From an optimization exercise on the open Yosys and OpenROAD flow, aimed at small area, a short achievable clock period and few clock cycles; shortcuts taken in it are not production practice. RTL that was checked went through simulation tests only; none was proved equivalent to the original. The RTL of runs 1 to 3 was laid out without a check of its function. Power figures rest on the tool's default switching activity, not on a simulated workload.

==> flow/design.v <==
package cpu16_pkg;
	typedef logic [16-1:0]        word_t;     
	typedef logic [$clog2(16)-1:0]  reg_idx_t;  
	typedef logic [3:0]                      flags_t;    
	typedef enum logic [1:0] {
		PH_FETCH   = 2'd0,  
		PH_DECODE  = 2'd1,  
		PH_EXECUTE = 2'd2,  
		PH_COMMIT  = 2'd3   
	} phase_t;
	typedef struct packed {
		logic [1:0] group;      
		logic [2:0] alu_op;     
		logic       const_arg;  
		reg_idx_t   ra;         
		reg_idx_t   rb;         
		logic [3:0] imm;        
		logic       ld;         
		logic       st;         
		logic       ldi;        
		logic [1:0] incdec;     
		logic       jump;       
		logic       rel;        
		logic       halt;       
	} ctrl_t;
	typedef struct packed {
		logic  write;  
		word_t addr;
		word_t wdata;
	} mem_req_t;
endpackage
`timescale 1ns/100ps
module cpu16_top (
	input  logic        CLK,
	input  logic        rst_n,
	input  logic        imem_ack,
	input  logic [15:0] imem_data,
	input  logic        dmem_ack,
	input  logic [15:0] dmem_rdata,
	output logic        imem_req,
	output logic [15:0] imem_addr,
	output logic        dmem_req,
	output logic [32:0] dmem_cmd,
	output logic        halted
);
	logic        ph;        
	logic [15:0] ir;        
	logic [15:0] a;         
	logic [15:0] b;         
	logic [15:0] fa;        
	logic [3:0]  flags;     
	logic        dm_pend;   
	logic        halted_r;
	logic [15:0] regs [16];
	logic [1:0] grp;
	logic       is_halt, is_ldi, is_mem, is_ld, is_jmp, is_alu, incdec;
	assign grp     = ir[15:14];
	assign is_halt = (grp == 2'b00) && (ir[13:11] == 3'b001);
	assign is_ldi  = (grp == 2'b01) && (ir[9:8] == 2'b01);
	assign is_mem  = (grp == 2'b01) && (ir[9:8] != 2'b01);
	assign is_ld   = is_mem && !ir[10];
	assign is_jmp  = (grp == 2'b10);
	assign is_alu  = (grp == 2'b11);
	assign incdec  = ir[13] ^ ir[12];
	logic dm_wait, f_acc, x_go;
	assign dm_wait = dm_pend && !dmem_ack;
	assign f_acc   = !ph && imem_ack && !dm_wait;
	assign x_go    = ph && !dm_pend;
	logic [15:0] rda, rdb;
	assign rda = regs[imem_data[7:4]];
	assign rdb = regs[imem_data[3:0]];
	logic [15:0] incval;
	assign incval = ir[13] ? b - 16'd1 : b + 16'd1;
	logic [15:0] a_val, b_val, alu_res;
	logic [16:0] alu_wide, shr_wide;
	logic [2:0]  alu_op;
	assign a_val    = a;
	assign b_val    = ir[8] ? {12'd0, ir[3:0]} : b;
	assign alu_op   = ir[13] ? 3'd0 : ir[12:10];
	assign shr_wide = {a_val, 1'b0} >> b_val[3:0];
	always_comb begin
		alu_wide = {1'b0, b_val};
		case (alu_op)
			3'd0: alu_wide = {1'b0, b_val};
			3'd1: alu_wide = {1'b0, a_val} + {1'b0, b_val};
			3'd2: alu_wide = {1'b0, a_val} - {1'b0, b_val};
			3'd3: alu_wide = {1'b0, a_val & b_val};
			3'd4:  alu_wide = {1'b0, a_val | b_val};
			3'd5: alu_wide = {1'b0, a_val ^ b_val};
			3'd6: alu_wide = {1'b0, a_val} << b_val[3:0];
			3'd7: alu_wide = {shr_wide[0], shr_wide[16:1]};
		endcase
	end
	assign alu_res = alu_wide[15:0];
	logic [15:0] pcn, npc;
	logic        fsel, taken;
	assign pcn = fa + 16'd1;
	always_comb begin
		case (ir[9:8])
			2'b00:   fsel = flags[3];
			2'b01:   fsel = flags[2];
			2'b10:   fsel = flags[1];
			default: fsel = flags[0];
		endcase
	end
	assign taken = is_jmp && (ir[13] ? (ir[12] ? fsel : !fsel) : 1'b1);
	assign npc   = taken ? (ir[10] ? pcn + b : b) : pcn;
	logic        xw, lw, we;
	logic [3:0]  waddr;
	logic [15:0] wdata, lw_data;
	logic [3:0]  lw_addr;
	assign xw      = x_go && (is_alu || is_ldi || (is_ld && incdec));
	assign lw      = dm_pend && dmem_ack &&
		(is_ld ? !(incdec && (ir[7:4] == ir[3:0])) : incdec);
	assign lw_addr = is_ld ? ir[7:4] : ir[3:0];
	assign lw_data = is_ld ? dmem_rdata : incval;
	assign we      = xw || lw;
	assign waddr   = lw ? lw_addr : (is_ld ? ir[3:0] : ir[7:4]);
	assign wdata   = lw ? lw_data : (is_alu ? alu_res : (is_ldi ? {12'd0, ir[3:0]} : incval));
	always_ff @(posedge CLK) begin
		if (!rst_n) begin
			for (int i = 0; i < 16; i++)
				regs[i] <= '0;
		end else if (we) begin
			regs[waddr] <= wdata;
		end
	end
	always_ff @(posedge CLK) begin
		if (!rst_n) begin
			ph       <= 1'b0;
			fa       <= 16'h0000;
			flags    <= '0;
			dm_pend  <= 1'b0;
			halted_r <= 1'b0;
		end else begin
			if (f_acc)
				ph <= 1'b1;
			if (x_go) begin
				ph <= 1'b0;
				fa <= npc;
				if (is_alu)
					flags <= {alu_wide[16], alu_res == 16'd0, ~^alu_res, alu_res[15]};
				if (is_halt)
					halted_r <= 1'b1;
			end
			if (x_go && is_mem)
				dm_pend <= 1'b1;
			else if (dmem_ack)
				dm_pend <= 1'b0;
		end
	end
	always_ff @(posedge CLK) begin
		if (f_acc) begin
			ir <= imem_data;
			a  <= (lw && lw_addr == imem_data[7:4]) ? lw_data : rda;
			b  <= (lw && lw_addr == imem_data[3:0]) ? lw_data : rdb;
		end
	end
	assign halted    = halted_r || (x_go && is_halt);
	assign imem_req  = !halted_r && (ph ? (x_go && !is_halt) : (!imem_ack || dm_wait));
	assign imem_addr = ph ? npc : fa;
	assign dmem_req  = (x_go && is_mem) || dm_wait;
	assign dmem_cmd  = {ir[10], b, a};
endmodule
==> flow/run.sh <==
#!/bin/bash
# synth_recipe.tcl (not shown) runs the flow's synth.tcl, then flattens the netlist and writes it again
# the make line also repeats each setting of config.mk as NAME=value (left out here)
make -C /OpenROAD-flow-scripts/flow DESIGN_CONFIG=/design/flow/config.mk WORK_HOME=/design/flow/orfs CLKGATE_MAP_FILE= SYNTH_SCRIPT=/design/flow/synth_recipe.tcl finish
==> flow/config.mk <==
export PLATFORM = sky130hd
export DESIGN_NAME = cpu16_top
export DESIGN_NICKNAME = cpu16_top
export VERILOG_FILES = /design/flow/design.v
export SDC_FILE = /design/flow/constraint.sdc
export NUM_CORES = 4
export LEC_CHECK = 0
export CAP_MARGIN = 20
export CORE_MARGIN = 2
export CORE_UTILIZATION = 40
export SLEW_MARGIN = 20
==> flow/constraint.sdc <==
create_clock -name core_clock -period 6.5 [get_ports {CLK}]
set_input_delay 1.3000 -clock core_clock [delete_from_list [all_inputs] [get_ports {CLK}]]
set_output_delay 1.3000 -clock core_clock [all_outputs]
set_load 0.01 [all_outputs]
==> results_dict.tcl, run 1 <==
set metrics [dict create \
    grt_pass1_vias 18591 \
    worst-endpoint-required_ns 5.20 \
    count_of_instances_resized_after_the_clock_tree_is_built 0 \
    fmax_mhz 166.4 \
    syn_area_um2 23480 \
    hold-path-cell-count 2 \
    drc 0 \
    fp.dieArea_um2 60660 \
    setup_slack_of_the_most_critical_reg_to_reg_path_ns 0.75 \
    port_buffers 87 \
    core.rowCount 88 \
    ys_top_cells_by_area "sky130_fd_sc_hd__edfxtp_1 (39%), sky130_fd_sc_hd__mux4_2 (17%), sky130_fd_sc_hd__ha_1 (4.7%)" \
    postCtsHoldBufs 0 \
    sequential_cell_area_um2 9589 \
    nets 2260 \
    synthDominantCellAreaShare_pct 38.87 \
    yosysWarningCount 1 \
    power-per-cell-area_nw_per_um2 240.1 \
    final_layout_fill_cell_count 5383 \
    grt_max_degree 51 \
    critical_path_class "reg2out" \
    global_route_wire_length_before_repair_um 124900 \
    post_route_cells_drive_above_1_share_pct 19.43 \
    worst_ep_arrival_time_ns 4.71 \
    postSynthCellCount 2080 \
    end_kind "output port" \
    gp_congestion 0.9875 \
    vias 18824 \
    dp.final_hpwl_um 59250 \
    finalSetupViolCount 0 \
    ys_seq_elements 327 \
    maxCapViolCount 0 \
    globalRoute.totalOverflow 0 \
    clock-root-buffer "sky130_fd_sc_hd__clkbuf_16" \
    coreArea_um2 57920 \
    synth.distinct_cells 99 \
    max_slew.worst_pin.slew_ns 1.128 \
    combined_area_of_the_multi_input_logic_cells_um2 13010 \
    dr.pass1.iters 5 \
    critical_path.max_fanout 8 \
    gr-usage-all-layers_pct 28.16 \
    worst_reg2reg_path_depth 15 \
    syn_to_layout_area_delta_pct 12.12 \
    cts-htree-levels 2 \
    pin_count 88 \
    leakagePower_uw 0.009376 \
    layout_worst_path_cycle_share_pct 92.48 \
    synth_enable_flop_cells 304 \
    hp-class "reg2reg" \
    avgViaCountPerCell 6.440 \
    period_minus_slack_ns 6.011 \
    tritoncts.num_buffers 38 \
    postSynth.asyncResetShare_pct 0 \
    postRouteAntennaNets 0 \
    initial_antenna_violation_count 4 \
    tritoncts_clock_tree "built" \
    floorplan.die.width_um 246.3 \
    cts_sinks 327 \
    timing.rr.end "regs[5][9]$_SDFFCE_PN0P_" \
    worst_hold_startpoint "fa[14]$_SDFFE_PN0P_" \
    worst_skew_pair.late_latency_ns 0.58 \
    min_delay_worst_endpoint "fa[14]$_SDFFE_PN0P_" \
    setup-tns-final_ns 0 \
    post-cts-setup-buffers 0 \
    critical_path.reg2reg.startpoint "ir[8]$_DFFE_PP_" \
    slew_viol_final 0 \
    rsz0062_at_grt "false" \
    initialDrtViolationCount 2055 \
    worst_clock_skew_ns 0.03321 \
    syn_nets 2208 \
    hold_viol 0 \
    detail_route.wl_per_cell_um 29.49 \
    path_clk_slew_ns 0.06 \
    worst_path_largest_cell_delay_ns 0.57 \
    synth_ff_type "sky130_fd_sc_hd__edfxtp_1" \
    synth_sequential_area_ratio_pct 40.83 \
    peakVddDrop_mv 0.2132 \
    fin_total_pwr_uw 6322 \
    cts.path.max_buffers 3 \
    cells_traversed_along_the_worst_timing_path "and4_1, nand4_1, inv_1, and3_1, xnor2_1, inv_1, ha_1, and3_1, a31o_2, nor4b_1, a211oi_1, mux2_2, o21ai_0, a31oi_1, clkdlybuf4s50_1" \
    synth_top_area_cell "sky130_fd_sc_hd__edfxtp_1" \
    die_h_um 246.3 \
    start_util_pct 40.55 \
    run_status "complete, no violations" \
    postSynthAreaPerCell_um2 11.29 \
    cp_slowest_cell "sky130_fd_sc_hd__a211oi_1" \
    slew_headroom_pct 22.86 \
    critPathLaunchType "flip-flop" \
    route.final.wire_length_um 86190 \
]
==> cells in the mapped netlist (9+ instances only) <==
library cell,n
sky130_fd_sc_hd__a211oi_1,26
sky130_fd_sc_hd__a21boi_0,12
sky130_fd_sc_hd__a21o_1,17
sky130_fd_sc_hd__a21oi_1,88
sky130_fd_sc_hd__a31oi_1,15
sky130_fd_sc_hd__and2_1,13
sky130_fd_sc_hd__and3_1,9
sky130_fd_sc_hd__buf_1,21
sky130_fd_sc_hd__buf_2,35
sky130_fd_sc_hd__clkbuf_1,77
sky130_fd_sc_hd__dfxtp_1,23
sky130_fd_sc_hd__edfxtp_1,304
sky130_fd_sc_hd__ha_1,89
sky130_fd_sc_hd__inv_1,57
sky130_fd_sc_hd__mux2_1,10
sky130_fd_sc_hd__mux2_2,45
sky130_fd_sc_hd__mux2i_1,59
sky130_fd_sc_hd__mux4_2,173
sky130_fd_sc_hd__nand2_1,160
sky130_fd_sc_hd__nand2b_1,19
sky130_fd_sc_hd__nand3_1,29
sky130_fd_sc_hd__nand4_1,13
sky130_fd_sc_hd__nor2_1,295
sky130_fd_sc_hd__nor2_2,10
sky130_fd_sc_hd__nor2b_1,19
sky130_fd_sc_hd__nor3_1,66
sky130_fd_sc_hd__nor3_2,12
sky130_fd_sc_hd__o21a_1,14
sky130_fd_sc_hd__o21ai_0,70
sky130_fd_sc_hd__o21ai_1,11
sky130_fd_sc_hd__o22ai_1,10
sky130_fd_sc_hd__o31ai_1,13
sky130_fd_sc_hd__or3_1,14
sky130_fd_sc_hd__xnor2_1,52
sky130_fd_sc_hd__xor2_1,16
==> kinds of logic after synthesis <==
group	share of synthesized area, %
adders and majority gates	4.998
AOI/OAI and AO/OA	11.73
xor gates and xnor gates	2.536
buffers and inverters	3.911
and+or+nand+nor	13.74
muxes	22.25
DFF	40.83
==> routing by layer <==
metal | GRT usage [%] | part of all wire [%] | vias to the layer above
li1 | - | - | 8077
met1 | 36.18 | 39 | 9494
met2 | 47.50 | 48 | 1023
met3 | 4.107 | 7.9 | 228
met4 | 11.87 | 4.6 | 2
met5 | 0 | 0.015 | -
==> registers in the layout, summed over array words and instances, names as in the netlist <==
signal    cells
a            16
b            16
regs        256
ph            1
halted_r      1
fa           16
flags         4
dm_pend       1
ir           16
==> worst max-delay path by stage <==
stage | cells after the start | end | startpoint | slack (ns)
after floorplan | 23 | flags[1]$_SDFFE_PN0P_ | ir[13]$_DFFE_PP_ | 1.33
after global placement | 22 | flags[1]$_SDFFE_PN0P_ | ir[8]$_DFFE_PP_ | 1.10
after detailed placement | 19 | flags[1]$_SDFFE_PN0P_ | ir[8]$_DFFE_PP_ | 0.93
after CTS | 15 | imem_addr[15] | fa[2]$_SDFFE_PN0P_ | 0.47
after global routing | 15 | imem_addr[15] | fa[2]$_SDFFE_PN0P_ | 0.11
final | 15 | imem_addr[15] | fa[2]$_SDFFE_PN0P_ | 0.49
==> area by class of cell <==
class,instances,share of cell area [%]
Antenna cell,1,0.009504
Clock buffer,43,3.683
Clock inverter,22,0.5655
Inverter,60,0.8554
Multi-Input combinational cell,1544,49.39
Sequential cell,327,36.42
Tap cell,765,3.635
Timing Repair Buffer,161,5.436
==> through the flow <==
stage	instance area, um^2	hold slack, ns	util (%)	worst slack (ns)	instances
floorplan	23480	0.4385	-	1.334	2080
global placement	25170	0.4521	43.46	1.105	2856
detailed placement	25180	0.4608	43.48	0.9331	2856
CTS	26300	0.4698	45.41	0.4731	2921
global route	26330	0.5037	45.46	0.1063	2922
finish	26330	0.4629	45.46	0.4887	2923
==> power by group <==
group / switching, uW / total [uW] / internal (uW)
clock network: 914 / 1990 / 1080
logic: 1100 / 1800 / 697
registers: 130 / 2530 / 2400
total: 2140 / 6320 / 4180
==> worst max-delay path: cells and delay by family (launching register included) <==
kind            cells  cell delay [ns]
compound gates      4             0.98
xor+xnor            1             0.14
fa+ha+maj           1             0.29
buf+inv             3             0.78
flops               1             0.46
mux                 1             0.40
simple gates        5             1.10
==> layout by cell type (no fill, tap or decap), types with 11 or more instances in the layout <==
cell | Yosys | layout
sky130_fd_sc_hd__and2_1 | 13 | 13
sky130_fd_sc_hd__nand4_1 | 13 | 13
sky130_fd_sc_hd__mux4_2 | 173 | 173
sky130_fd_sc_hd__o21a_1 | 14 | 14
sky130_fd_sc_hd__nand3_1 | 29 | 29
sky130_fd_sc_hd__a21boi_0 | 12 | 12
sky130_fd_sc_hd__ha_1 | 89 | 89
sky130_fd_sc_hd__clkbuf_16 | 0 | 38
sky130_fd_sc_hd__clkdlybuf4s50_1 | 0 | 83
sky130_fd_sc_hd__or3_1 | 14 | 14
sky130_fd_sc_hd__nor2_1 | 295 | 294
sky130_fd_sc_hd__buf_4 | 8 | 75
sky130_fd_sc_hd__inv_1 | 57 | 57
sky130_fd_sc_hd__mux2_2 | 45 | 45
sky130_fd_sc_hd__mux2i_1 | 59 | 59
sky130_fd_sc_hd__a211oi_1 | 26 | 26
sky130_fd_sc_hd__nand2_1 | 160 | 156
sky130_fd_sc_hd__o21ai_0 | 70 | 70
sky130_fd_sc_hd__edfxtp_1 | 304 | 304
sky130_fd_sc_hd__a21o_1 | 17 | 17
sky130_fd_sc_hd__nand2b_1 | 19 | 19
sky130_fd_sc_hd__o31ai_1 | 13 | 13
sky130_fd_sc_hd__xnor2_1 | 52 | 52
sky130_fd_sc_hd__nor3_1 | 66 | 66
sky130_fd_sc_hd__nor3_2 | 12 | 12
sky130_fd_sc_hd__o21ai_1 | 11 | 11
sky130_fd_sc_hd__dfxtp_1 | 23 | 23
sky130_fd_sc_hd__a21oi_1 | 88 | 87
sky130_fd_sc_hd__nor2b_1 | 19 | 19
sky130_fd_sc_hd__xor2_1 | 16 | 16
sky130_fd_sc_hd__a31oi_1 | 15 | 15
==> run 2, diff against run 1 <==
--- a/flow/design.v
+++ b/flow/design.v
@@ -79,3 +79,11 @@
 	assign alu_op   = ir[13] ? 3'd0 : ir[12:10];
-	assign shr_wide = {a_val, 1'b0} >> b_val[3:0];
+	logic        is_shl;
+	logic [15:0] sh_in, sh_rev;
+	assign is_shl = (alu_op == 3'd6);
+	always_comb
+		for (int i = 0; i < 16; i++) begin
+			sh_in[i]  = is_shl ? a_val[15-i] : a_val[i];
+			sh_rev[i] = shr_wide[16-i];
+		end
+	assign shr_wide = {sh_in, 1'b0} >> b_val[3:0];
 	always_comb begin
@@ -89,3 +97,3 @@
 			3'd5: alu_wide = {1'b0, a_val ^ b_val};
-			3'd6: alu_wide = {1'b0, a_val} << b_val[3:0];
+			3'd6: alu_wide = {shr_wide[0], sh_rev};
 			3'd7: alu_wide = {shr_wide[0], shr_wide[16:1]};
@@ -119,10 +127,11 @@
 	assign wdata   = lw ? lw_data : (is_alu ? alu_res : (is_ldi ? {12'd0, ir[3:0]} : incval));
-	always_ff @(posedge CLK) begin
-		if (!rst_n) begin
-			for (int i = 0; i < 16; i++)
-				regs[i] <= '0;
-		end else if (we) begin
-			regs[waddr] <= wdata;
-		end
-	end
+	logic [15:0] rf_d, rf_en;
+	assign rf_d = rst_n ? wdata : 16'd0;
+	always_comb
+		for (int i = 0; i < 16; i++)
+			rf_en[i] = !rst_n || (we && waddr == 4'(i));
+	always_ff @(posedge CLK)
+		for (int i = 0; i < 16; i++)
+			if (rf_en[i])
+				regs[i] <= rf_d;
 	always_ff @(posedge CLK) begin
==> results_dict.tcl, run 2 <==
set metrics [dict create \
    run_status "complete, no violations" \
    postSynth.asyncResetShare_pct 0 \
    placedInstanceArea_um2 22560 \
    netlist_top_cells_count "sky130_fd_sc_hd__edfxtp_1 (304), sky130_fd_sc_hd__a22oi_1 (170), sky130_fd_sc_hd__a21oi_1 (115)" \
    layout_common_cells "sky130_fd_sc_hd__edfxtp_1 (304), sky130_fd_sc_hd__a22oi_1 (170), sky130_fd_sc_hd__a21oi_1 (114), sky130_fd_sc_hd__nand2_1 (107), sky130_fd_sc_hd__nor2_1 (90)" \
    synth.distinct_cells 81 \
    hp-class "reg2reg" \
    cells_traversed_along_the_worst_timing_path "ha_1, and3_1, nand2_1, nor3_1, xor2_1, ha_1, a21o_1, a21o_1, a221o_1, a31oi_1, o21ai_1, mux2i_1, a21o_1, a21oi_1, clkdlybuf4s50_1" \
    syn_to_layout_area_delta_pct 17.29 \
    gp_congestion 0.9883 \
    core.rowCount 82 \
    synth_ff_type "sky130_fd_sc_hd__edfxtp_1" \
    global_route_wire_length_before_repair_um 118200 \
    path_clk_slew_ns 0.06 \
    grt_max_degree 49 \
    syn_area_um2 20280 \
    end_kind "output port" \
    drc 0 \
    cts_sinks 327 \
    largest_register_ff_count 256 \
    power-per-cell-area_nw_per_um2 284.5 \
    worst_path_largest_cell_delay_ns 0.55 \
    ys_seq_elements 327 \
    finalSetupViolCount 0 \
    leakagePower_uw 0.008640 \
    synth_top_area_cell "sky130_fd_sc_hd__edfxtp_1" \
    setup-tns-final_ns 0 \
    sequential_cell_area_um2 9589 \
    fp.dieArea_um2 52520 \
    cts-htree-levels 2 \
    maxCapViolCount 0 \
    cp_common_cell "sky130_fd_sc_hd__a21o_1" \
    worst_ep_arrival_time_ns 4.71 \
    post_route_cells_drive_above_1_share_pct 11.97 \
    final_layout_fill_cell_count 4608 \
    port_buffers 87 \
    combined_area_of_the_multi_input_logic_cells_um2 10340 \
    final_common_cell "sky130_fd_sc_hd__edfxtp_1" \
    route.final.wire_length_um 82950 \
    coreArea_um2 50070 \
    detail_route.wl_per_cell_um 30.70 \
    postSynthAreaPerCell_um2 10.69 \
    dr.pass1.iters 9 \
    tritoncts_clock_tree "built" \
    syn_nets 2026 \
    initial_antenna_violation_count 2 \
    start_util_pct 40.51 \
    synth_enable_flop_cells 304 \
    setup_slack_of_the_most_critical_reg_to_reg_path_ns 1.21 \
    slew_headroom_pct 20.16 \
    synthDominantCellAreaShare_pct 45.01 \
    fmax_mhz 166.3 \
    initialDrtViolationCount 2769 \
    hold_viol 0 \
    postSynthCellCount 1898 \
    vias 18404 \
    dp.final_hpwl_um 53920 \
    post-synth-top-count-cell "sky130_fd_sc_hd__edfxtp_1" \
    grt_pass1_vias 17437 \
    layout_worst_path_cycle_share_pct 92.49 \
    critical_path_class "reg2out" \
    rsz0062_at_grt "false" \
    critical_path.max_fanout 7 \
    worst_clock_skew_ns 0.02386 \
    avgViaCountPerCell 6.811 \
    post-cts-setup-buffers 0 \
    ys_top_cells_by_area "sky130_fd_sc_hd__edfxtp_1 (45%), sky130_fd_sc_hd__a22oi_1 (6.3%), sky130_fd_sc_hd__ha_1 (5.5%)" \
    antennaDiodeCount 0 \
    worst-endpoint-required_ns 5.20 \
    gr-usage-all-layers_pct 30.75 \
    largest_register "regs" \
    nets 2132 \
    postRouteAntennaNets 0 \
    die_h_um 229.2 \
    clock-root-buffer "sky130_fd_sc_hd__clkbuf_16" \
    critPathLaunchType "flip-flop" \
    pin_count 88 \
    worst_skew_pair.late_latency_ns 0.56 \
    cp_slowest_cell "sky130_fd_sc_hd__clkdlybuf4s50_1" \
    period_minus_slack_ns 6.012 \
    cts.path.max_buffers 3 \
    peakVddDrop_mv 0.2596 \
    max_slew.worst_pin.slew_ns 1.194 \
    floorplan.die.width_um 229.2 \
    count_of_instances_resized_after_the_clock_tree_is_built 0 \
    synth_sequential_area_ratio_pct 47.28 \
    globalRoute.totalOverflow 0 \
    yosysWarningCount 2 \
    postCtsHoldBufs 0 \
    slew_viol_final 0 \
    final_cell_area_um2 23790 \
    tritoncts.num_buffers 37 \
]
==> run 2: through the flow <==
step	total power, uW	hold WS [ns]	worst slack, ns	instances	util [%]
final	6767	0.4584	0.4882	2702	47.51
after global placement	4572	0.4396	1.160	2635	44.99
after detailed placement	4586	0.4481	1.089	2637	45.05
after global routing	7001	0.4769	0.2106	2702	47.51
after CTS	6729	0.4562	0.5042	2702	47.51
after floorplan	3876	0.4289	1.386	1898	-
==> run 2: cell families after synthesis <==
logic type               count (synthesis)  synth area share, %
AND/OR/NAND/NOR                        462                11.30
flip-flops                             327                47.28
adder cells (fa/ha/maj)                 92                5.787
XOR/XNOR                                77                3.325
AO/OA/AOI/OAI                          664                22.62
buffers and inverters                  170                3.282
multiplexers                           106                6.404
==> run 2: area by class of cell <==
| cell class | count | area share (%) |
|---|---|---|
| Timing Repair Buffer | 178 | 6.565 |
| Clock buffer | 43 | 4.077 |
| Inverter | 59 | 0.9310 |
| Tap cell | 672 | 3.535 |
| Multi-Input combinational cell | 1401 | 43.49 |
| Sequential cell | 327 | 40.31 |
| Clock inverter | 22 | 1.094 |
==> run 2: metal layers <==
metal | vias up | wire [um] | GRT usage, %
met2 | 1422 | 36920 | 47.59
met1 | 8866 | 30500 | 38.92
met5 | - | 0 | 0
li1 | 7777 | - | -
met3 | 339 | 10340 | 8.591
met4 | 0 | 5190 | 16.94
==> run 2: final timing paths <==
check / startpoint / endpoint / depth (start not counted)
worst max-delay path: fa[0]$_SDFFE_PN0P_ / imem_addr[15] / 15
worst min-delay path: flags[3]$_SDFFE_PN0P_ / flags[3]$_SDFFE_PN0P_ / 2
worst max register to register: ir[12]$_DFFE_PP_ / flags[1]$_SDFFE_PN0P_ / 21
worst min register to register: flags[3]$_SDFFE_PN0P_ / flags[3]$_SDFFE_PN0P_ / 2
==> run 2: critical path, delay by kind of cell (launching register included) <==
| family | cells | cell delay [ns] |
|---|---|---|
| AOI/OAI and AO/OA | 7 | 1.51 |
| xor gates and xnor gates | 1 | 0.23 |
| adders and majority gates | 2 | 0.58 |
| buffers and inverters | 1 | 0.55 |
| DFF | 1 | 0.43 |
| muxes | 1 | 0.16 |
| and+or+nand+nor | 3 | 0.70 |
==> run 2: report_power, final <==
part	switching [uW]	leakage (uW)	internal, uW	total (uW)
clock	880	0.000603	1270	2160
sequential	234	0.00327	2660	2890
combinational	1090	0.00477	634	1720
==> run 3, diff against run 2 <==
--- a/flow/config.mk
+++ b/flow/config.mk
@@ -10,2 +10,3 @@
 export CORE_UTILIZATION = 40
+export SETUP_SLACK_MARGIN = 3.0
 export SLEW_MARGIN = 20
==> results_dict.tcl, run 3 <==
set metrics [dict create \
    run_status "complete, no violations" \
    cts_sinks 327 \
    slew_viol_final 0 \
    pwr-share-seq_pct 38.6 \
    global_route_hottest_layer "met2" \
    final_common_cell "sky130_fd_sc_hd__edfxtp_1" \
    setup-tns-final_ns 0 \
    postLayoutSetupSlackWorst_ns 1.447 \
    critPathLaunchType "flip-flop" \
    peakVddDrop_mv 0.2600 \
    port_buffers 87 \
    power.switching_uw 2593 \
    p_comb_share_pct 33.8 \
    synth_ff_type "sky130_fd_sc_hd__edfxtp_1" \
    rsz0062_at_grt "true" \
    clock-root-buffer "sky130_fd_sc_hd__clkbuf_16" \
    cells_traversed_along_the_worst_timing_path "nand2_4, nor4b_4, nand2_1, xnor2_2, ha_1, buf_4, a21o_1, a221o_1, a31oi_4, xor2_1, a21oi_2, o211ai_1, o21ai_1, buf_2" \
    maxCapViolCount 0 \
    layout_common_cells "sky130_fd_sc_hd__edfxtp_1 (304), sky130_fd_sc_hd__buf_4 (197), sky130_fd_sc_hd__a22oi_1 (169), sky130_fd_sc_hd__nand2_1 (95), sky130_fd_sc_hd__a21oi_1 (86)" \
    finalNonFillerCells 2916 \
    largest_register "regs" \
    synth_sequential_area_ratio_pct 47.28 \
    power_internal_uw 4932 \
    synthDominantCellAreaShare_pct 45.01 \
    tritoncts.num_buffers 36 \
    start_util_pct 40.51 \
    ys_seq_elements 327 \
    postRouteAntennaNets 0 \
    grt_util_met3_pct 10.25 \
    die_h_um 229.2 \
    post_route_cells_drive_above_1_share_pct 32.01 \
    tritoncts_clock_tree "built" \
    critical_path_class "reg2out" \
    dpl_worst_slack_ns 1.317 \
    syn_area_um2 20280 \
    postSynthCellCount 1898 \
    grt_pass1_vias 19367 \
    grt.met1_usage_pct 43.16 \
    end_kind "output port" \
    worst-endpoint-required_ns 5.20 \
    dr.pass1.iters 6 \
    slew_headroom_pct 30.55 \
    worst_skew_pair.late_latency_ns 0.57 \
    ys_top_cells_by_area "sky130_fd_sc_hd__edfxtp_1 (45%), sky130_fd_sc_hd__a22oi_1 (6.3%), sky130_fd_sc_hd__ha_1 (5.5%)" \
    syn_to_layout_area_delta_pct 38.84 \
    hold_viol 0 \
    gp_congestion 0.9816 \
    synth_top_area_cell "sky130_fd_sc_hd__edfxtp_1" \
    yosysWarningCount 2 \
    globalRoute.totalOverflow 0 \
    cts.path.max_buffers 3 \
    clkPwrFrac_pct 27.6 \
    nets 2345 \
    cts-htree-levels 2 \
    combined_area_of_the_multi_input_logic_cells_um2 12450 \
    path_clk_slew_ns 0.06 \
    postSynth.asyncResetShare_pct 0 \
    avgViaCountPerCell 6.841 \
    core.rowCount 82 \
    leakagePower_uw 0.01040 \
    dp_cells 2628 \
    post-synth-top-count-cell "sky130_fd_sc_hd__edfxtp_1" \
    final_layout_fill_cell_count 4244 \
    netlist_top_cells_count "sky130_fd_sc_hd__edfxtp_1 (304), sky130_fd_sc_hd__a22oi_1 (170), sky130_fd_sc_hd__a21oi_1 (115)" \
    power-per-cell-area_nw_per_um2 267.2 \
    fmax_mhz 197.9 \
    worst_clock_skew_ns 0.02572 \
    coreArea_um2 50070 \
    route.final.wire_length_um 92940 \
    grtUsageMet2_pct 52.96 \
    max_slew.worst_pin.slew_ns 1.042 \
    initial_antenna_violation_count 3 \
    dp.final_hpwl_um 54610 \
    global_route_wire_length_before_repair_um 132500 \
    cp_slowest_cell "sky130_fd_sc_hd__dfxtp_1" \
    fp.dieArea_um2 52520 \
    grt_max_degree 36 \
    layout_worst_path_cycle_share_pct 77.75 \
    finalSetupViolCount 0 \
    worst_ep_arrival_time_ns 3.75 \
    sequential_cell_area_um2 9615 \
    initialDrtViolationCount 2772 \
    postCtsHoldBufs 0 \
    largest_register_ff_count 256 \
    vias 19947 \
    hp-class "reg2reg" \
    final_core_area_utilization_pct 56.24 \
    synth.distinct_cells 81 \
    pin_count 88 \
    detail_route.wl_per_cell_um 31.87 \
    synth_enable_flop_cells 304 \
    floorplan.die.width_um 229.2 \
    postSynthAreaPerCell_um2 10.69 \
    timing.hold.ws_ns 0.4801 \
    period_minus_slack_ns 5.053 \
    gr-usage-all-layers_pct 34.16 \
    critical_path.max_fanout 4 \
    power.switching_fraction_pct 34.46 \
    drc 0 \
    worst_path_largest_cell_delay_ns 0.46 \
    syn_nets 2026 \
]
## run 3: cell counts after synthesis
Identical to the previous run, type by type.
## run 3: cells by family after synthesis
| logic type | count (synthesis) | share of synthesized area (%) |
|---|---|---|
| compound gates | 664 | 22.62 |
| buf+inv | 170 | 3.282 |
| fa+ha+maj | 92 | 5.787 |
| mux | 106 | 6.404 |
| simple gates | 462 | 11.30 |
| xor+xnor | 77 | 3.325 |
| flops | 327 | 47.28 |
## run 3: worst paths after layout
| check | to | cells after the start | start | slack (ns) |
|---|---|---|---|---|
| min | flags[3]$_SDFFE_PN0P_ | 2 | flags[3]$_SDFFE_PN0P_ | 0.48 |
| max reg2reg | flags[1]$_SDFFE_PN0P_ | 23 | ir[8]$_DFFE_PP_ | 1.88 |
| min reg2reg | flags[3]$_SDFFE_PN0P_ | 2 | flags[3]$_SDFFE_PN0P_ | 0.48 |
| max | imem_addr[13] | 14 | fa[5]$_SDFFE_PN0P_ | 1.45 |
## run 3: timing repair
| item | in CTS | in global routing |
|---|---|---|
| gates resized for setup | 415 | 173 |
| pin swaps | 115 | 90 |
| gates cloned | 20 | 3 |
| buffers inserted | 145 | 55 |
| endpoints found under the setup margin | 569 | 538 |
## run 3: worst max-delay path, delay by kind of cell (launching register included)
family          cells  cell delay (ns)
flops               1             0.46
fa+ha+maj           1             0.35
simple gates        3             0.62
buf+inv             2             0.30
compound gates      6             1.08
xor+xnor            2             0.36
## run 3: area by class of cell
cell class / instances / share of cell area (%)
Antenna cell: 1 / 0.008887
Clock buffer: 47 / 3.421
Clock inverter: 17 / 0.6754
Inverter: 59 / 0.9020
Multi-Input combinational cell: 1407 / 44.22
Sequential cell: 327 / 34.15
Tap cell: 672 / 2.986
Timing Repair Buffer: 386 / 13.64
## run 3: metal layers
metal / up-vias / routed length, um
met4: 4 / 6325
li1: 8242 / -
met5: - / 93
met2: 1531 / 40620
met3: 431 / 11590
met1: 9739 / 34310
## run 3: through the flow
stage               total power [uW]  instance area, um^2
finish                          7524                28160
global route                    7769                28160
CTS                             7180                26880
detailed placement              4615                22720
global placement                4599                22720
floorplan                       3919                20620
## run 3: power groups by stage
stage | combinational (uW) | clock, uW | sequential, uW
3_3_place_gp | 1680 | 0 | 2920
6_report | 2540 | 2080 | 2910
2_1_floorplan | 1090 | 0 | 2830
4_1_cts | 2200 | 2100 | 2880
5_1_grt | 2670 | 2180 | 2920
3_5_place_dp | 1690 | 0 | 2920
==> run 4, diff against run 3 <==
--- a/flow/design.v
+++ b/flow/design.v
@@ -47,3 +47,2 @@
 	logic [15:0] ir;        
-	logic [15:0] a;         
 	logic [15:0] b;         
@@ -68,5 +67,6 @@
 	assign x_go    = ph && !dm_pend;
-	logic [15:0] rda, rdb;
-	assign rda = regs[imem_data[7:4]];
-	assign rdb = regs[imem_data[3:0]];
+	logic [3:0]  rsel;
+	logic [15:0] rd;
+	assign rsel = (!ph && !dm_wait) ? imem_data[3:0] : ir[7:4];
+	assign rd   = regs[rsel];
 	logic [15:0] incval;
@@ -76,14 +76,6 @@
 	logic [2:0]  alu_op;
-	assign a_val    = a;
+	assign a_val    = rd;
 	assign b_val    = ir[8] ? {12'd0, ir[3:0]} : b;
 	assign alu_op   = ir[13] ? 3'd0 : ir[12:10];
-	logic        is_shl;
-	logic [15:0] sh_in, sh_rev;
-	assign is_shl = (alu_op == 3'd6);
-	always_comb
-		for (int i = 0; i < 16; i++) begin
-			sh_in[i]  = is_shl ? a_val[15-i] : a_val[i];
-			sh_rev[i] = shr_wide[16-i];
-		end
-	assign shr_wide = {sh_in, 1'b0} >> b_val[3:0];
+	assign shr_wide = {a_val, 1'b0} >> b_val[3:0];
 	always_comb begin
@@ -97,3 +89,3 @@
 			3'd5: alu_wide = {1'b0, a_val ^ b_val};
-			3'd6: alu_wide = {shr_wide[0], sh_rev};
+			3'd6: alu_wide = {1'b0, a_val} << b_val[3:0];
 			3'd7: alu_wide = {shr_wide[0], shr_wide[16:1]};
@@ -127,11 +119,10 @@
 	assign wdata   = lw ? lw_data : (is_alu ? alu_res : (is_ldi ? {12'd0, ir[3:0]} : incval));
-	logic [15:0] rf_d, rf_en;
-	assign rf_d = rst_n ? wdata : 16'd0;
-	always_comb
-		for (int i = 0; i < 16; i++)
-			rf_en[i] = !rst_n || (we && waddr == 4'(i));
-	always_ff @(posedge CLK)
-		for (int i = 0; i < 16; i++)
-			if (rf_en[i])
-				regs[i] <= rf_d;
+	always_ff @(posedge CLK) begin
+		if (!rst_n) begin
+			for (int i = 0; i < 16; i++)
+				regs[i] <= '0;
+		end else if (we) begin
+			regs[waddr] <= wdata;
+		end
+	end
 	always_ff @(posedge CLK) begin
@@ -163,4 +154,3 @@
 			ir <= imem_data;
-			a  <= (lw && lw_addr == imem_data[7:4]) ? lw_data : rda;
-			b  <= (lw && lw_addr == imem_data[3:0]) ? lw_data : rdb;
+			b  <= (lw && lw_addr == imem_data[3:0]) ? lw_data : rd;
 		end
@@ -171,3 +161,3 @@
 	assign dmem_req  = (x_go && is_mem) || dm_wait;
-	assign dmem_cmd  = {ir[10], b, a};
+	assign dmem_cmd  = {ir[10], b, rd};
 endmodule
--- a/flow/config.mk
+++ b/flow/config.mk
@@ -10,3 +10,2 @@
 export CORE_UTILIZATION = 40
-export SETUP_SLACK_MARGIN = 3.0
 export SLEW_MARGIN = 20
==> results_dict.tcl, run 4 <==
set metrics [dict create \
    run_status "complete, no violations" \
    final_common_cell "sky130_fd_sc_hd__nor2_1" \
    synth.distinct_cells 100 \
    maxCapViolCount 0 \
    worst_reg2reg_path_depth 24 \
    critPathLaunchType "primary input" \
    capturing_element_of_the_worst_setup_path "dmem_cmd[2]" \
    slew_headroom_pct 29.87 \
    initialDrtViolationCount 2382 \
    finalSetupViolCount 0 \
    gp_congestion 1.006 \
    final_layout_fill_cell_count 5042 \
    cp_common_cell "sky130_fd_sc_hd__buf_4" \
    combined_area_of_the_multi_input_logic_cells_um2 11990 \
    pin_count 88 \
    worst_hold_startpoint "flags[1]$_SDFFE_PN0P_" \
    hp-class "reg2reg" \
    max_slew.worst_pin.slew_ns 1.043 \
    power-per-cell-area_nw_per_um2 287.9 \
    cts.path.max_buffers 3 \
    core.rowCount 85 \
    worst_path_largest_cell_delay_ns 0.69 \
    avgViaCountPerCell 6.151 \
    ys_seq_elements 311 \
    grt_pass1_vias 20241 \
    dp.final_hpwl_um 70490 \
    cpLargestDelayFamily "buffers and inverters" \
    synth_top_area_cell "sky130_fd_sc_hd__edfxtp_1" \
    drc 0 \
    initial_antenna_violation_count 3 \
    setup_slack_of_the_most_critical_reg_to_reg_path_ns 0.52 \
    coreArea_um2 54030 \
    ys_top_cells_by_area "sky130_fd_sc_hd__edfxtp_1 (39%), sky130_fd_sc_hd__nor2_1 (6.5%), sky130_fd_sc_hd__ha_1 (5.0%)" \
    peakVddDrop_mv 0.2644 \
    worst_ep_arrival_time_ns 4.95 \
    cells_traversed_along_the_worst_timing_path "clkdlybuf4s50_1, and3_1, buf_4, nor4_1, buf_4, a32o_1, o31ai_1, nand2_1, inv_1, buf_4, buf_4, clkdlybuf4s50_1" \
    fp.dieArea_um2 56650 \
    leakagePower_uw 0.01085 \
    critical_path_cell_count 12 \
    netlist_top_cells_count "sky130_fd_sc_hd__nor2_1 (379), sky130_fd_sc_hd__edfxtp_1 (288), sky130_fd_sc_hd__nand2_1 (261)" \
    worst-endpoint-required_ns 5.20 \
    tritoncts.num_buffers 36 \
    syn_area_um2 21910 \
    syn_nets 2496 \
    worst_clock_skew_ns 0.02737 \
    largest_register_ff_count 256 \
    layout_common_cells "sky130_fd_sc_hd__nor2_1 (377), sky130_fd_sc_hd__buf_4 (327), sky130_fd_sc_hd__edfxtp_1 (288), sky130_fd_sc_hd__nand2_1 (260), sky130_fd_sc_hd__a21oi_1 (102)" \
    worst_skew_pair.late_latency_ns 0.58 \
    post_route_cells_drive_above_1_share_pct 19.84 \
    setup.worst_path.start "imem_data[1]" \
    start_util_pct 40.55 \
    critical_path_class "in2out" \
    hold_viol 0 \
    layout_worst_path_cycle_share_pct 96.16 \
    path_clk_slew_ns 0.06 \
    postCtsHoldBufs 0 \
    postRouteAntennaNets 0 \
    vias 20865 \
    route.final.wire_length_um 93910 \
    synth_ff_type "sky130_fd_sc_hd__edfxtp_1" \
    period_minus_slack_ns 6.250 \
    largest_register "regs" \
    synthDominantCellAreaShare_pct 39.48 \
    floorplan.die.width_um 238.0 \
    fin_total_pwr_uw 7836 \
    gr-usage-all-layers_pct 33.03 \
    critical_path.max_fanout 8 \
    dr.pass1.iters 5 \
    yosysWarningCount 1 \
    globalRoute.totalOverflow 0 \
    port_buffers 87 \
    clock-root-buffer "sky130_fd_sc_hd__clkbuf_16" \
    final_cell_area_um2 27210 \
    cp_slowest_cell "sky130_fd_sc_hd__o31ai_1" \
    fmax_mhz 160.0 \
    syn_to_layout_area_delta_pct 24.23 \
    postSynthCellCount 2370 \
    cts-htree-levels 2 \
    post-synth-top-count-cell "sky130_fd_sc_hd__nor2_1" \
    global_route_wire_length_before_repair_um 137700 \
    placedInstanceArea_um2 25800 \
    antennaDiodeCount 0 \
    sequential_cell_area_um2 9110 \
    timing.rr.end "flags[1]$_SDFFE_PN0P_" \
    tritoncts_clock_tree "built" \
    die_h_um 238.0 \
    synth_sequential_area_ratio_pct 41.58 \
    critical_path.reg2reg.startpoint "ph$_SDFFE_PP0P_" \
    cts_sinks 311 \
    slew_viol_final 0 \
    postSynth.asyncResetShare_pct 0 \
    detail_route.wl_per_cell_um 27.69 \
    grt_max_degree 41 \
    critPathBufInv 7 \
    end_kind "output port" \
    postSynthAreaPerCell_um2 9.243 \
    nets 2795 \
    synth_enable_flop_cells 288 \
]
==> run 4: changes by cell type after synthesis, sizes merged, moves of 29 or more <==
cell / before / now
buf: 25 / 82
o211ai: 12 / 42
and3: 13 / 59
o22ai: 43 / 11
nand4: 47 / 11
nand2: 107 / 262
nor2: 103 / 381
a21boi: 1 / 34
a221oi: 49 / 20
a211oi: 17 / 54
a22oi: 171 / 14
==> run 4: timing repair <==
action | CTS | global route
resized for setup | 5 | 32
endpoints found under the setup margin | 17 | 35
endpoints found under the hold margin | 0 | 0
cloned | 0 | 0
buffers inserted | 0 | 3
pin swaps | 0 | 7
==> run 4: layer usage <==
layer | track usage (%) | part of all wire [%] | up-vias
met2 | 53.92 | 46 | 1108
met1 | 44.44 | 41 | 10206
met3 | 4.558 | 7.9 | 185
met4 | 13.05 | 4.4 | 4
met5 | 0 | 0.023 | -
li1 | - | - | 9362
==> run 4: stage by stage <==
step	hold slack, ns	worst slack (ns)	setup TNS [ns]	std cells	utilization, %
CTS	0.4715	0.001171	0	3388	50.05
global route	0.5110	-0.0007669	-0.0007669	3392	50.37
detailed placement	0.4673	-0.7262	-48.34	3323	47.76
global placement	0.4727	-0.6339	-33.10	3323	47.76
finish	0.4774	0.2498	0	3392	50.37
floorplan	0.4380	0.2419	0	2370	-
==> run 4: worst min-delay path by stage <==
stage / to / slack (ns) / cells past startpoint
after floorplan: flags[1]$_SDFFE_PN0P_ / 0.44 / 2
after global placement: flags[1]$_SDFFE_PN0P_ / 0.47 / 2
after detailed placement: flags[1]$_SDFFE_PN0P_ / 0.47 / 2
after CTS: flags[1]$_SDFFE_PN0P_ / 0.47 / 2
after global routing: flags[1]$_SDFFE_PN0P_ / 0.51 / 2
final: flags[1]$_SDFFE_PN0P_ / 0.48 / 2
==> run 4: cell families after synthesis <==
logic type / synth area share [%]
adder cells (fa/ha/maj): 5.243
AO/OA/AOI/OAI: 19.66
buffers and inverters: 4.535
flip-flops: 41.58
AND/OR/NAND/NOR: 19.31
XOR/XNOR: 3.079
multiplexers: 6.591
==> run 4: tightest hold or removal path, delay by kind of cell (launching register included) <==
kind,cells,cell delay [ns]
flip-flops,1,0.31
AND/OR/NAND/NOR,1,0.05
AO/OA/AOI/OAI,1,0.06
==> run 4: cell type report <==
cell class	count	area share [%]
multi-input cells	1829	44.06
flip-flops and latches	311	33.47
repair buffers	440	14.11
clock buffers	40	3.402
well taps	696	3.200
clock inverters	25	1.048
inverters	51	0.7034
==> run 4: report_power, final <==
group | internal [uW] | switching [uW]
clock | 1200 | 897
sequential | 2280 | 87.5
combinational | 1390 | 1980
Testbench counts of run 4, summed over its fixed seeds: cycles 41,796.

-- afterwards: timing with drivers on the ports --
Ports are ideal in the flow. The routed layouts listed here were re-timed in OpenROAD.
Step 1: set_driving_cell puts a clkbuf_16 on CLK and a buf_2 on each other input, an assumption about the parent block.
Step 2 adds t to the input delays and takes it off the output delays; t is the mean of the earliest and latest rising clock arrival at the registers after step 1. Input paths then give back, and output paths get back, about the clock's delay inside the block.
Three values: ideal ports, drivers, drivers and shift; two values: the first two.
run	t (ns)	setup slack, ns	worst setup path at the end	clock arrival spread, ns
run 1	0.623	0.489 / 0.434 / 0.752	register to register	0.033 / 0.033
run 2	0.607	0.488 / 0.432 / 1.039	register to output	0.026 / 0.026
run 3	0.613	1.447 / 1.387 / 1.883	register to register	0.027 / 0.026
run 4	0.631	0.250 / 0.225 / -0.321	input to register	0.028 / 0.027
With both steps, setup timing fails in run 4, where it was met with ideal ports. The setup slack of run 4, which loses most, moves by -0.025 ns with the drivers and by -0.571 ns with both steps.
